This design comes from an exercise in tuning for small area, a short achievable clock period and few clock cycles per item on the open sky130 flow, not from production work. The RTL was checked by simulation tests, not by an equivalence proof against the original design. No activity file was given, so power comes from the tool's default toggle rates.

==> exp/ember <==
Design integer_alu, start of the top module:
module integer_alu #(
    parameter int UNIT_ID = 3,
    parameter int OPW     = 32
) (
    input  logic         Clk,
    input  logic         Reset,
    input  logic [15:0]  address,
    input  logic         nRead,
    input  logic         nWrite,
    input  logic [255:0] ExeDataOut,
    output logic [255:0] IntDataOut,
    output logic         IntErr
);
export LEC_CHECK = 0
export CAP_MARGIN = 20
export CORE_MARGIN = 2
export CORE_UTILIZATION = 55
export CTS_CLUSTER_DIAMETER = 60
export CTS_CLUSTER_SIZE = 25
export SETUP_SLACK_MARGIN = 1.3
export SLEW_MARGIN = 20
create_clock -name core_clock -period 5.5 [get_ports {Clk}]
standard.sh (not shown) runs the stock make flow with config.mk's settings and CLKGATE_MAP_FILE= SYNTH_SCRIPT=/design/flow/synth_recipe.tcl, a recipe that flattens the netlist after the stock synthesis.
==> flow/flow/run.sh <==
#!/bin/bash
set -euo pipefail
export BUFFER_PORTS_ARGS="-buffer_cell sky130_fd_sc_hd__buf_1"
bash standard.sh > standard.log 2>&1
==> exp/quartz: changes against exp/ember <==
--- a/flow/design.v
+++ b/flow/design.v
@@ -39,14 +39,32 @@
     end
     assign wr1   = wr_en && idx_hit[0];
     assign wr2   = wr_en && idx_hit[1];
     assign start = wr_en && idx_hit[3];
     assign wop   = ExeDataOut[7:0];
+    function automatic [27:0] inc28(input [27:0] x, input ci);
+        reg [27:0] pp;
+        integer l, i, d;
+        pp = x;
+        for (l = 0; l < 5; l = l + 1) begin
+            d = 1 << l;
+            for (i = 0; i < 28; i = i + 1)
+                if (((i + 1) % (2 * d)) == 0) pp[i] = pp[i] & pp[i - d];
+        end
+        for (l = 3; l >= 0; l = l - 1) begin
+            d = 1 << l;
+            for (i = 0; i < 28; i = i + 1)
+                if (((i + 1) % (2 * d)) == d && i >= 2 * d) pp[i] = pp[i] & pp[i - d];
+        end
+        inc28 = x ^ ({pp[26:0], 1'b1} & {28{ci}});
+    endfunction
     logic        mc_q;
     logic [63:0] res_rd;
     logic        rs1, rs2, rs3, rs4, rs5;
-    assign res_rd = {res_q[63:36] + {27'b0, mc_q}, res_q[35:0]};
+    logic [27:0] rd_hi;
+    assign rd_hi  = inc28(res_q[63:36], mc_q);
+    assign res_rd = {rd_hi, res_q[35:0]};
     assign rs1 = rd_en && idx_hit[0] && v1_q;
     assign rs2 = rd_en && idx_hit[1] && v2_q;
     assign rs3 = rd_en && idx_hit[2];
     assign rs4 = rd_en && idx_hit[3];
     assign rs5 = rd_en && idx_hit[4];
@@ -97,23 +115,53 @@
     assign b_zero = zb_q[5];
     assign a_lt   = za_q > zb_q;           
     assign tdm    = ~za_q[4:2];
     assign s5     = zb_q[4:0] - za_q[4:0];
     assign k0     = s5[4:1];
-    assign r0     = a >> ({k0, 1'b0} + 6'd2);
+    assign r0     = {2'b0, a[31:2] >> {k0, 1'b0}};
     logic [33:0] m1, m2, m3, xd, in3;
     logic [34:0] op2, op3, t1, t2, t3;
     assign m1  = {2'b0, b};
     assign m2  = {1'b0, b, 1'b0};
     assign m3  = b3_q;
     assign xd  = db_q ? {res_q[63:32], dig_q} : {2'b0, a};
     assign in3 = db_q ? {res_q[63:32], dig_q} : m2;
     assign op2 = db_q ? ~{1'b0, m2} : {1'b0, m1};
     assign op3 = db_q ? ~{1'b0, m3} : {1'b0, m1};
-    assign t1  = {1'b0, xd} + ~{1'b0, m1} + 35'd1;
-    assign t2  = {1'b0, xd} + op2 + {34'd0, db_q};
-    assign t3  = {1'b0, in3} + op3 + {34'd0, db_q};
+    assign t1  = bk35({1'b0, xd}, ~{1'b0, m1}, 1'b1);
+    assign t2  = bk35({1'b0, xd}, op2, db_q);
+    assign t3  = bk35({1'b0, in3}, op3, db_q);
+    function automatic [34:0] bk35(input [34:0] x, input [34:0] y, input ci);
+        reg [34:0] g, p, gg, pp;
+        reg [35:0] c;
+        integer l, i, d;
+        g  = x & y;
+        p  = x ^ y;
+        gg = g;
+        pp = p;
+        for (l = 0; l < 6; l = l + 1) begin
+            d = 1 << l;
+            for (i = 0; i < 35; i = i + 1) begin
+                if (((i + 1) % (2 * d)) == 0) begin
+                    gg[i] = gg[i] | (pp[i] & gg[i - d]);
+                    pp[i] = pp[i] & pp[i - d];
+                end
+            end
+        end
+        for (l = 4; l >= 0; l = l - 1) begin
+            d = 1 << l;
+            for (i = 0; i < 35; i = i + 1) begin
+                if (((i + 1) % (2 * d)) == d && i >= 2 * d) begin
+                    gg[i] = gg[i] | (pp[i] & gg[i - d]);
+                    pp[i] = pp[i] & pp[i - d];
+                end
+            end
+        end
+        c[0] = ci;
+        for (i = 0; i < 35; i = i + 1) c[i + 1] = gg[i] | (pp[i] & ci);
+        bk35 = p ^ c[34:0];
+    endfunction
     logic [31:0] rn;
     logic [1:0]  qd;
     always_comb begin
         if (!t3[34])      begin qd = 2'd3; rn = t3[31:0]; end
         else if (!t2[34]) begin qd = 2'd2; rn = t2[31:0]; end
@@ -134,11 +182,13 @@
     assign r1w      = {mh, 2'b0};
     assign r2w      = {2'b0, ml};
     assign cs_s     = r0w ^ r1w ^ r2w;
     assign cs_c     = {(r0w & r1w) | (r0w & r2w) | (r1w & r2w), 1'b0};
     assign low      = {1'b0, cs_s} + cs_c;
-    assign hi       = res_q[59:32] + {23'b0, mc_q, 4'b0};
+    logic [27:0] hi_up;
+    assign hi_up    = inc28({4'b0, res_q[59:36]}, mc_q);
+    assign hi       = {hi_up[23:0], res_q[35:32]};
     assign mul_next = {hi, low[35:0]};
     function automatic [2:0] onehot3(input [1:0] d);
         onehot3 = {d == 2'd3, d == 2'd2, d == 2'd1};
     endfunction
     logic is_add, is_sub, is_mul, is_div, div_go, mul_go;
CORE_UTILIZATION = 40   (was 55)
SETUP_SLACK_MARGIN = 1.15   (was 1.3)
==> impl_metrics.py <==
metrics = {
    "run_status": {
        "outcome": "no timing/DRC/antenna violations",
    },
    "setup_path": {
        "cpLargestDelayFamily": "simple AND/OR/NAND/NOR gates",
        "timing.reg2reg.worst_path_depth": 15,
    },
    "floorplanning": {
        "die_x_extent_um": 308.5,
    },
    "pwr": {
        "clockPowerShare_pct": 46.1,
    },
    "logic_synthesis": {
        "synth_top_area_share_pct": 39.03,
    },
    "timing": {
        "final.min_clock_period_ns": 4.410,
    },
}
-- figures above: exp/quartz

==> impl_metrics.py <==
metrics = {
    "logic_synthesis": {
        "synth_top_area_share_pct": 36.91,
        "synth_top_cells_by_count": "482 x sky130_fd_sc_hd__edfxtp_1, 428 x sky130_fd_sc_hd__nand2_1, 296 x sky130_fd_sc_hd__a21oi_1",
    },
    "global_route": {
        "gr-max-usage-layer": "met2",
    },
    "routing": {
        "antenna_violating_nets_post_route": 0,
    },
    "setup_path": {
        "timing.reg2reg.worst_path_depth": 11,
        "cpLargestDelayFamily": "compound AO/OA/AOI/OAI gates",
    },
    "timing": {
        "final.min_clock_period_ns": 4.258,
    },
    "run_status": {
        "outcome": "no timing/DRC/antenna violations",
    },
    "pwr": {
        "clockPowerShare_pct": 42.8,
    },
}
-- figures above: exp/ember

Testbench counts of exp/ember, summed over its fixed seeds: cycles 13,392, ops 2,400.
Testbench counts of exp/quartz, summed over its fixed seeds: cycles 13,392, ops 2,400.

========
==> trial 80: inputs <==
integer_alu, a different RTL version from the one above (not shown whole).
==> flow/config.mk <==
export PLATFORM = sky130hd
export DESIGN_NAME = integer_alu
export DESIGN_NICKNAME = integer_alu
export VERILOG_FILES = /design/flow/design.v
export SDC_FILE = /design/flow/constraint.sdc
export NUM_CORES = 4
export LEC_CHECK = 0
export CAP_MARGIN = 20
export CORE_MARGIN = 2
export CORE_UTILIZATION = 35
export SETUP_SLACK_MARGIN = 1.0
export SLEW_MARGIN = 20
==> flow/constraint.sdc <==
create_clock -name core_clock -period 5.5 [get_ports {Clk}]
set_input_delay 1.1000 -clock core_clock [delete_from_list [all_inputs] [get_ports {Clk}]]
set_output_delay 1.1000 -clock core_clock [all_outputs]
set_load 0.01 [all_outputs]
==> flow/flow/run.sh <==
#!/bin/bash
set -euo pipefail
export BUFFER_PORTS_ARGS="-buffer_cell sky130_fd_sc_hd__buf_2"
bash standard.sh > standard.log 2>&1
==> inputs of build 90, as changes to trial 80 <==
--- a/flow/design.v
+++ b/flow/design.v
@@ -19,43 +19,48 @@
     logic [31:0]   a, b;             
     logic          v1_q, v2_q;
     logic [5:0]    za_q, zb_q;       
     logic [63:0]   res_q;
     logic [7:0]    op_q;
     logic          done_q, err_q;
     logic          mb_q, db_q;       
     logic [3:0]    cnt_q;
-    logic [3:0]    dig_q;
+    logic [1:0]    dig_q;            
     logic [33:0]   b3_q;
     logic       busy;
     logic       unit_sel, wr_en, rd_en, start, wr1, wr2;
     logic [4:0] idx_hit;
     logic [7:0] wop;
     assign busy     = mb_q | db_q;
     assign unit_sel = (address[15:12] == UNIT_ID[3:0]);
     assign wr_en    = unit_sel && !nWrite && !busy;
     assign rd_en    = unit_sel && !nRead;
     for (genvar gi = 0; gi < 5; gi++) begin : g_idx
         assign idx_hit[gi] = (address[11:0] == 12'(gi));
     end
     assign wr1   = wr_en && idx_hit[0];
     assign wr2   = wr_en && idx_hit[1];
     assign start = wr_en && idx_hit[3];
     assign wop   = ExeDataOut[7:0];
-    always_comb begin
-        IntDataOut = '0;
-        if (rd_en) begin
-            if (idx_hit[0]) IntDataOut = {v1_q ? src1_hi_q : 224'b0, a};
-            if (idx_hit[1]) IntDataOut = {v2_q ? src2_hi_q : 224'b0, b};
-            if (idx_hit[2]) IntDataOut = {192'b0, res_q};
-            if (idx_hit[3]) IntDataOut = {248'b0, op_q};
-            if (idx_hit[4]) IntDataOut = {255'b0, done_q};
-        end
-    end
+    logic        mc_q;
+    logic [63:0] res_rd;
+    logic        rs1, rs2, rs3, rs4, rs5;
+    assign res_rd = {res_q[63:36] + {27'b0, mc_q}, res_q[35:0]};
+    assign rs1 = rd_en && idx_hit[0] && v1_q;
+    assign rs2 = rd_en && idx_hit[1] && v2_q;
+    assign rs3 = rd_en && idx_hit[2];
+    assign rs4 = rd_en && idx_hit[3];
+    assign rs5 = rd_en && idx_hit[4];
+    assign IntDataOut[255:64] = ({192{rs1}} & src1_hi_q[255:64]) | ({192{rs2}} & src2_hi_q[255:64]);
+    assign IntDataOut[63:32]  = ({32{rs1}} & src1_hi_q[63:32]) | ({32{rs2}} & src2_hi_q[63:32])
+                              | ({32{rs3}} & res_rd[63:32]);
+    assign IntDataOut[31:0]   = ({32{rd_en && idx_hit[0]}} & a) | ({32{rd_en && idx_hit[1]}} & b)
+                              | ({32{rs3}} & res_rd[31:0]) | ({32{rs4}} & {24'b0, op_q})
+                              | {31'b0, rs5 & done_q};
     assign IntErr = err_q;
     logic [31:0] wx;
     logic [15:0] v1l, z1l;
     logic [7:0]  v2l;
     logic [15:0] z2l;
     logic [3:0]  v3l;
     logic [11:0] z3l;
     logic [1:0]  v4l;
@@ -95,52 +100,82 @@
     assign s5     = zb_q[4:0] - za_q[4:0];
     assign k0     = s5[4:1];
     assign r0     = a >> ({k0, 1'b0} + 6'd2);
     logic [33:0] m1, m2, m3, xd, in3;
     logic [34:0] op2, op3, t1, t2, t3;
     assign m1  = {2'b0, b};
     assign m2  = {1'b0, b, 1'b0};
     assign m3  = b3_q;
-    assign xd  = db_q ? {res_q[63:32], dig_q[1:0]} : {2'b0, a};
-    assign in3 = db_q ? {res_q[63:32], dig_q[1:0]} : m2;
+    assign xd  = db_q ? {res_q[63:32], dig_q} : {2'b0, a};
+    assign in3 = db_q ? {res_q[63:32], dig_q} : m2;
     assign op2 = db_q ? ~{1'b0, m2} : {1'b0, m1};
     assign op3 = db_q ? ~{1'b0, m3} : {1'b0, m1};
-    assign t1  = {1'b0, xd} + ~{1'b0, m1} + 35'd1;
-    assign t2  = {1'b0, xd} + op2 + {34'd0, db_q};
-    assign t3  = {1'b0, in3} + op3 + {34'd0, db_q};
+    assign t1  = bk35({1'b0, xd}, ~{1'b0, m1}, 1'b1);
+    assign t2  = bk35({1'b0, xd}, op2, db_q);
+    assign t3  = bk35({1'b0, in3}, op3, db_q);
+    function automatic [34:0] bk35(input [34:0] x, input [34:0] y, input ci);
+        reg [34:0] g, p, gg, pp;
+        reg [35:0] c;
+        integer l, i, d;
+        g  = x & y;
+        p  = x ^ y;
+        gg = g;
+        pp = p;
+        for (l = 0; l < 6; l = l + 1) begin
+            d = 1 << l;
+            for (i = 0; i < 35; i = i + 1) begin
+                if (((i + 1) % (2 * d)) == 0) begin
+                    gg[i] = gg[i] | (pp[i] & gg[i - d]);
+                    pp[i] = pp[i] & pp[i - d];
+                end
+            end
+        end
+        for (l = 4; l >= 0; l = l - 1) begin
+            d = 1 << l;
+            for (i = 0; i < 35; i = i + 1) begin
+                if (((i + 1) % (2 * d)) == d && i >= 2 * d) begin
+                    gg[i] = gg[i] | (pp[i] & gg[i - d]);
+                    pp[i] = pp[i] & pp[i - d];
+                end
+            end
+        end
+        c[0] = ci;
+        for (i = 0; i < 35; i = i + 1) c[i + 1] = gg[i] | (pp[i] & ci);
+        bk35 = p ^ c[34:0];
+    endfunction
     logic [31:0] rn;
     logic [1:0]  qd;
     always_comb begin
         if (!t3[34])      begin qd = 2'd3; rn = t3[31:0]; end
         else if (!t2[34]) begin qd = 2'd2; rn = t2[31:0]; end
         else if (!t1[34]) begin qd = 2'd1; rn = t1[31:0]; end
         else              begin qd = 2'd0; rn = xd[31:0]; end
     end
     logic [63:0] div_next;
     assign div_next = {rn, res_q[29:0], qd};
-    function automatic [33:0] mult(input [1:0] d, input [33:0] x1, input [33:0] x2, input [33:0] x3);
-        mult = ({34{d == 2'd1}} & x1) | ({34{d == 2'd2}} & x2) | ({34{d == 2'd3}} & x3);
-    endfunction
+    logic [2:0]  msh_q, msl_q;
     logic [33:0] mh, ml;
     logic [35:0] r0w, r1w, r2w, cs_s;
     logic [36:0] cs_c, low;
-    logic [27:0] hi_inc, hi;
+    logic [27:0] hi;
     logic [63:0] mul_next;
-    assign mh       = mult(dig_q[3:2], m1, m2, m3);
-    assign ml       = mult(dig_q[1:0], m1, m2, m3);
+    assign mh       = ({34{msh_q[0]}} & m1) | ({34{msh_q[1]}} & m2) | ({34{msh_q[2]}} & m3);
+    assign ml       = ({34{msl_q[0]}} & m1) | ({34{msl_q[1]}} & m2) | ({34{msl_q[2]}} & m3);
     assign r0w      = {res_q[31:0], 4'b0};
     assign r1w      = {mh, 2'b0};
     assign r2w      = {2'b0, ml};
     assign cs_s     = r0w ^ r1w ^ r2w;
     assign cs_c     = {(r0w & r1w) | (r0w & r2w) | (r1w & r2w), 1'b0};
     assign low      = {1'b0, cs_s} + cs_c;
-    assign hi_inc   = res_q[59:32] + 28'd1;
-    assign hi       = low[36] ? hi_inc : res_q[59:32];
+    assign hi       = res_q[59:32] + {23'b0, mc_q, 4'b0};
     assign mul_next = {hi, low[35:0]};
+    function automatic [2:0] onehot3(input [1:0] d);
+        onehot3 = {d == 2'd3, d == 2'd2, d == 2'd1};
+    endfunction
     logic is_add, is_sub, is_mul, is_div, div_go, mul_go;
     assign is_add = (wop == OP_ADD);
     assign is_sub = (wop == OP_SUB);
     assign is_mul = (wop == OP_MUL);
     assign is_div = (wop == OP_DIV);
     assign div_go = is_div && !b_zero && !a_lt;
     assign mul_go = is_mul && !a_zero && !b_zero;
     logic [63:0] res_div0, res_start, res_d;
@@ -172,18 +207,23 @@
             res_q  <= '0;
             op_q   <= '0;
             done_q <= 1'b0;
             err_q  <= 1'b0;
             mb_q   <= 1'b0;
             db_q   <= 1'b0;
             cnt_q  <= '0;
             dig_q  <= '0;
+            msh_q  <= '0;
+            msl_q  <= '0;
+            mc_q   <= 1'b0;
         end else begin
             res_q <= res_d;
+            if (mb_q)       mc_q <= low[36];
+            else if (start) mc_q <= 1'b0;
             if (wr1) begin
                 a    <= wx;
                 v1_q <= 1'b1;
                 za_q <= wlz;
             end
             if (wr2) begin
                 b    <= wx;
                 v2_q <= 1'b1;
@@ -191,20 +231,24 @@
             end
             if (start) begin
                 op_q   <= wop;
                 done_q <= !(div_go || mul_go);
                 mb_q   <= mul_go;
                 db_q   <= div_go;
                 err_q  <= !(is_add || is_sub || is_mul || is_div) || (is_div && b_zero);
                 cnt_q  <= is_mul ? {1'b0, tdm} : k0;
-                dig_q  <= is_mul ? a[4*tdm +: 4] : {2'b0, a[2*k0 +: 2]};
+                dig_q  <= a[2*k0 +: 2];
+                msh_q  <= onehot3(a[4*tdm+2 +: 2]);
+                msl_q  <= onehot3(a[4*tdm +: 2]);
             end else if (busy) begin
                 cnt_q <= cnt_m1;
-                dig_q <= mb_q ? a[4*cnt_m1[2:0] +: 4] : {2'b0, a[2*cnt_m1 +: 2]};
+                dig_q <= a[2*cnt_m1 +: 2];
+                msh_q <= onehot3(a[4*cnt_m1[2:0]+2 +: 2]);
+                msl_q <= onehot3(a[4*cnt_m1[2:0] +: 2]);
                 if (cnt_q == 4'd0) begin
                     mb_q   <= 1'b0;
                     db_q   <= 1'b0;
                     done_q <= 1'b1;
                 end
             end
         end
     end
==> flow/flow/run.sh (replaced) <==
#!/bin/bash
set -euo pipefail
export BUFFER_PORTS_ARGS="-buffer_cell sky130_fd_sc_hd__buf_1"
bash standard.sh > standard.log 2>&1
Settings changed: CORE_UTILIZATION 35 to 40, CTS_CLUSTER_DIAMETER set to 60, CTS_CLUSTER_SIZE set to 25, SETUP_SLACK_MARGIN 1.0 to 1.15, TNS_END_PERCENT set to 20.
==> inputs of build 36, as changes to trial 80 <==
--- a/flow/design.v
+++ b/flow/design.v
@@ -19,43 +19,48 @@
     logic [31:0]   a, b;             
     logic          v1_q, v2_q;
     logic [5:0]    za_q, zb_q;       
     logic [63:0]   res_q;
     logic [7:0]    op_q;
     logic          done_q, err_q;
     logic          mb_q, db_q;       
     logic [3:0]    cnt_q;
-    logic [3:0]    dig_q;
+    logic [1:0]    dig_q;            
     logic [33:0]   b3_q;
     logic       busy;
     logic       unit_sel, wr_en, rd_en, start, wr1, wr2;
     logic [4:0] idx_hit;
     logic [7:0] wop;
     assign busy     = mb_q | db_q;
     assign unit_sel = (address[15:12] == UNIT_ID[3:0]);
     assign wr_en    = unit_sel && !nWrite && !busy;
     assign rd_en    = unit_sel && !nRead;
     for (genvar gi = 0; gi < 5; gi++) begin : g_idx
         assign idx_hit[gi] = (address[11:0] == 12'(gi));
     end
     assign wr1   = wr_en && idx_hit[0];
     assign wr2   = wr_en && idx_hit[1];
     assign start = wr_en && idx_hit[3];
     assign wop   = ExeDataOut[7:0];
-    always_comb begin
-        IntDataOut = '0;
-        if (rd_en) begin
-            if (idx_hit[0]) IntDataOut = {v1_q ? src1_hi_q : 224'b0, a};
-            if (idx_hit[1]) IntDataOut = {v2_q ? src2_hi_q : 224'b0, b};
-            if (idx_hit[2]) IntDataOut = {192'b0, res_q};
-            if (idx_hit[3]) IntDataOut = {248'b0, op_q};
-            if (idx_hit[4]) IntDataOut = {255'b0, done_q};
-        end
-    end
+    logic        mc_q;
+    logic [63:0] res_rd;
+    logic        rs1, rs2, rs3, rs4, rs5;
+    assign res_rd = {res_q[63:36] + {27'b0, mc_q}, res_q[35:0]};
+    assign rs1 = rd_en && idx_hit[0] && v1_q;
+    assign rs2 = rd_en && idx_hit[1] && v2_q;
+    assign rs3 = rd_en && idx_hit[2];
+    assign rs4 = rd_en && idx_hit[3];
+    assign rs5 = rd_en && idx_hit[4];
+    assign IntDataOut[255:64] = ({192{rs1}} & src1_hi_q[255:64]) | ({192{rs2}} & src2_hi_q[255:64]);
+    assign IntDataOut[63:32]  = ({32{rs1}} & src1_hi_q[63:32]) | ({32{rs2}} & src2_hi_q[63:32])
+                              | ({32{rs3}} & res_rd[63:32]);
+    assign IntDataOut[31:0]   = ({32{rd_en && idx_hit[0]}} & a) | ({32{rd_en && idx_hit[1]}} & b)
+                              | ({32{rs3}} & res_rd[31:0]) | ({32{rs4}} & {24'b0, op_q})
+                              | {31'b0, rs5 & done_q};
     assign IntErr = err_q;
     logic [31:0] wx;
     logic [15:0] v1l, z1l;
     logic [7:0]  v2l;
     logic [15:0] z2l;
     logic [3:0]  v3l;
     logic [11:0] z3l;
     logic [1:0]  v4l;
@@ -95,52 +100,82 @@
     assign s5     = zb_q[4:0] - za_q[4:0];
     assign k0     = s5[4:1];
     assign r0     = a >> ({k0, 1'b0} + 6'd2);
     logic [33:0] m1, m2, m3, xd, in3;
     logic [34:0] op2, op3, t1, t2, t3;
     assign m1  = {2'b0, b};
     assign m2  = {1'b0, b, 1'b0};
     assign m3  = b3_q;
-    assign xd  = db_q ? {res_q[63:32], dig_q[1:0]} : {2'b0, a};
-    assign in3 = db_q ? {res_q[63:32], dig_q[1:0]} : m2;
+    assign xd  = db_q ? {res_q[63:32], dig_q} : {2'b0, a};
+    assign in3 = db_q ? {res_q[63:32], dig_q} : m2;
     assign op2 = db_q ? ~{1'b0, m2} : {1'b0, m1};
     assign op3 = db_q ? ~{1'b0, m3} : {1'b0, m1};
-    assign t1  = {1'b0, xd} + ~{1'b0, m1} + 35'd1;
-    assign t2  = {1'b0, xd} + op2 + {34'd0, db_q};
-    assign t3  = {1'b0, in3} + op3 + {34'd0, db_q};
+    assign t1  = bk35({1'b0, xd}, ~{1'b0, m1}, 1'b1);
+    assign t2  = bk35({1'b0, xd}, op2, db_q);
+    assign t3  = bk35({1'b0, in3}, op3, db_q);
+    function automatic [34:0] bk35(input [34:0] x, input [34:0] y, input ci);
+        reg [34:0] g, p, gg, pp;
+        reg [35:0] c;
+        integer l, i, d;
+        g  = x & y;
+        p  = x ^ y;
+        gg = g;
+        pp = p;
+        for (l = 0; l < 6; l = l + 1) begin
+            d = 1 << l;
+            for (i = 0; i < 35; i = i + 1) begin
+                if (((i + 1) % (2 * d)) == 0) begin
+                    gg[i] = gg[i] | (pp[i] & gg[i - d]);
+                    pp[i] = pp[i] & pp[i - d];
+                end
+            end
+        end
+        for (l = 4; l >= 0; l = l - 1) begin
+            d = 1 << l;
+            for (i = 0; i < 35; i = i + 1) begin
+                if (((i + 1) % (2 * d)) == d && i >= 2 * d) begin
+                    gg[i] = gg[i] | (pp[i] & gg[i - d]);
+                    pp[i] = pp[i] & pp[i - d];
+                end
+            end
+        end
+        c[0] = ci;
+        for (i = 0; i < 35; i = i + 1) c[i + 1] = gg[i] | (pp[i] & ci);
+        bk35 = p ^ c[34:0];
+    endfunction
     logic [31:0] rn;
     logic [1:0]  qd;
     always_comb begin
         if (!t3[34])      begin qd = 2'd3; rn = t3[31:0]; end
         else if (!t2[34]) begin qd = 2'd2; rn = t2[31:0]; end
         else if (!t1[34]) begin qd = 2'd1; rn = t1[31:0]; end
         else              begin qd = 2'd0; rn = xd[31:0]; end
     end
     logic [63:0] div_next;
     assign div_next = {rn, res_q[29:0], qd};
-    function automatic [33:0] mult(input [1:0] d, input [33:0] x1, input [33:0] x2, input [33:0] x3);
-        mult = ({34{d == 2'd1}} & x1) | ({34{d == 2'd2}} & x2) | ({34{d == 2'd3}} & x3);
-    endfunction
+    logic [2:0]  msh_q, msl_q;
     logic [33:0] mh, ml;
     logic [35:0] r0w, r1w, r2w, cs_s;
     logic [36:0] cs_c, low;
-    logic [27:0] hi_inc, hi;
+    logic [27:0] hi;
     logic [63:0] mul_next;
-    assign mh       = mult(dig_q[3:2], m1, m2, m3);
-    assign ml       = mult(dig_q[1:0], m1, m2, m3);
+    assign mh       = ({34{msh_q[0]}} & m1) | ({34{msh_q[1]}} & m2) | ({34{msh_q[2]}} & m3);
+    assign ml       = ({34{msl_q[0]}} & m1) | ({34{msl_q[1]}} & m2) | ({34{msl_q[2]}} & m3);
     assign r0w      = {res_q[31:0], 4'b0};
     assign r1w      = {mh, 2'b0};
     assign r2w      = {2'b0, ml};
     assign cs_s     = r0w ^ r1w ^ r2w;
     assign cs_c     = {(r0w & r1w) | (r0w & r2w) | (r1w & r2w), 1'b0};
     assign low      = {1'b0, cs_s} + cs_c;
-    assign hi_inc   = res_q[59:32] + 28'd1;
-    assign hi       = low[36] ? hi_inc : res_q[59:32];
+    assign hi       = res_q[59:32] + {23'b0, mc_q, 4'b0};
     assign mul_next = {hi, low[35:0]};
+    function automatic [2:0] onehot3(input [1:0] d);
+        onehot3 = {d == 2'd3, d == 2'd2, d == 2'd1};
+    endfunction
     logic is_add, is_sub, is_mul, is_div, div_go, mul_go;
     assign is_add = (wop == OP_ADD);
     assign is_sub = (wop == OP_SUB);
     assign is_mul = (wop == OP_MUL);
     assign is_div = (wop == OP_DIV);
     assign div_go = is_div && !b_zero && !a_lt;
     assign mul_go = is_mul && !a_zero && !b_zero;
     logic [63:0] res_div0, res_start, res_d;
@@ -172,18 +207,23 @@
             res_q  <= '0;
             op_q   <= '0;
             done_q <= 1'b0;
             err_q  <= 1'b0;
             mb_q   <= 1'b0;
             db_q   <= 1'b0;
             cnt_q  <= '0;
             dig_q  <= '0;
+            msh_q  <= '0;
+            msl_q  <= '0;
+            mc_q   <= 1'b0;
         end else begin
             res_q <= res_d;
+            if (mb_q)       mc_q <= low[36];
+            else if (start) mc_q <= 1'b0;
             if (wr1) begin
                 a    <= wx;
                 v1_q <= 1'b1;
                 za_q <= wlz;
             end
             if (wr2) begin
                 b    <= wx;
                 v2_q <= 1'b1;
@@ -191,20 +231,24 @@
             end
             if (start) begin
                 op_q   <= wop;
                 done_q <= !(div_go || mul_go);
                 mb_q   <= mul_go;
                 db_q   <= div_go;
                 err_q  <= !(is_add || is_sub || is_mul || is_div) || (is_div && b_zero);
                 cnt_q  <= is_mul ? {1'b0, tdm} : k0;
-                dig_q  <= is_mul ? a[4*tdm +: 4] : {2'b0, a[2*k0 +: 2]};
+                dig_q  <= a[2*k0 +: 2];
+                msh_q  <= onehot3(a[4*tdm+2 +: 2]);
+                msl_q  <= onehot3(a[4*tdm +: 2]);
             end else if (busy) begin
                 cnt_q <= cnt_m1;
-                dig_q <= mb_q ? a[4*cnt_m1[2:0] +: 4] : {2'b0, a[2*cnt_m1 +: 2]};
+                dig_q <= a[2*cnt_m1 +: 2];
+                msh_q <= onehot3(a[4*cnt_m1[2:0]+2 +: 2]);
+                msl_q <= onehot3(a[4*cnt_m1[2:0] +: 2]);
                 if (cnt_q == 4'd0) begin
                     mb_q   <= 1'b0;
                     db_q   <= 1'b0;
                     done_q <= 1'b1;
                 end
             end
         end
     end
==> flow/flow/run.sh (replaced) <==
#!/bin/bash
set -euo pipefail
export BUFFER_PORTS_ARGS="-buffer_cell sky130_fd_sc_hd__buf_1"
bash standard.sh > standard.log 2>&1
Settings changed: CORE_UTILIZATION 35 to 40, CTS_CLUSTER_DIAMETER set to 60, CTS_CLUSTER_SIZE set to 25, SETUP_SLACK_MARGIN 1.0 to 1.15, TNS_END_PERCENT set to 0.
==> summary.txt <==
Vert. Die Dim = 339 µm
Synth Area in Compound Gates = 23.4%
Outcome = complete, no violations
Cell internal pwr = 8.19 mW
Max FO, Critical Path = 7
Peak supply drop = 0.408 mV
1st-pass router iterations = 8
Min-delay src = op_q[3]
(the above is from trial 80)
==> summary.txt <==
Outcome = complete, no violations
Max FO, Critical Path = 18
Synth Area in Compound Gates = 22.8%
Peak supply drop = 0.232 mV
Min-delay src = op_q[7]
Vert. Die Dim = 309 µm
Hold Path Depth = 2
1st-pass router iterations = 12
Port Buffers = 532
(the above is from build 90)
==> summary.txt <==
Outcome = complete, no violations
Final worst setup slack = 1100 ps
Vert. Die Dim = 309 µm
Max FO, Critical Path = 29
Cell internal pwr = 7.48 mW
R2r setup slk = 1100 ps
Synth Area in Compound Gates = 22.8%
(the above is from build 36)
Testbench counts of trial 80, summed over its fixed seeds: cycles 13,392, ops 2,400.
Testbench counts of build 90, summed over its fixed seeds: cycles 13,392, ops 2,400.
Testbench counts of build 36, summed over its fixed seeds: cycles 13,392, ops 2,400.

## re-timing with driven ports
How much do the figures lean on ideal ports? The routed layouts below were timed once more, with nothing changed but the port constraints.
Step 1, drivers: a clkbuf_16 drives Clk and a buf_2 each remaining input, both assumed.
Step 2 moves the port delays by t, midway between the first and last clock arrival at a register: inputs arrive t later, outputs are due t later. That takes back most of the time a late clock gives input paths.
Slacks: ideal ports / drivers / drivers and shift; pairs: ideal ports / drivers.
| run | shift t [ns] | setup slack, ns | worst setup path after step 2 | latest minus earliest clock arrival (ns) | worst slew at a driven data input, ns |
|---|---|---|---|---|---|
| exp/ember | 0.705 | 1.242 / 1.223 / 0.843 | input to register | 0.038 / 0.038 | 0.12 |
| exp/quartz | 0.746 | 1.090 / 1.013 / 0.835 | input to register | 0.055 / 0.055 | 0.14 |
| trial 80 | 0.704 | 0.900 / 0.900 / 0.900 | register to register | 0.041 / 0.041 | 0.16 |
| build 90 | 0.725 | 1.132 / 1.132 / 1.001 | input to register | 0.051 / 0.050 | 0.15 |
| build 36 | 0.726 | 1.100 / 1.100 / 0.977 | input to register | 0.053 / 0.053 | 0.15 |
After both steps setup and hold are still met in every run listed. For exp/ember, which loses most, drivers alone change the setup slack by -0.019 ns; drivers and shift together by -0.399 ns.
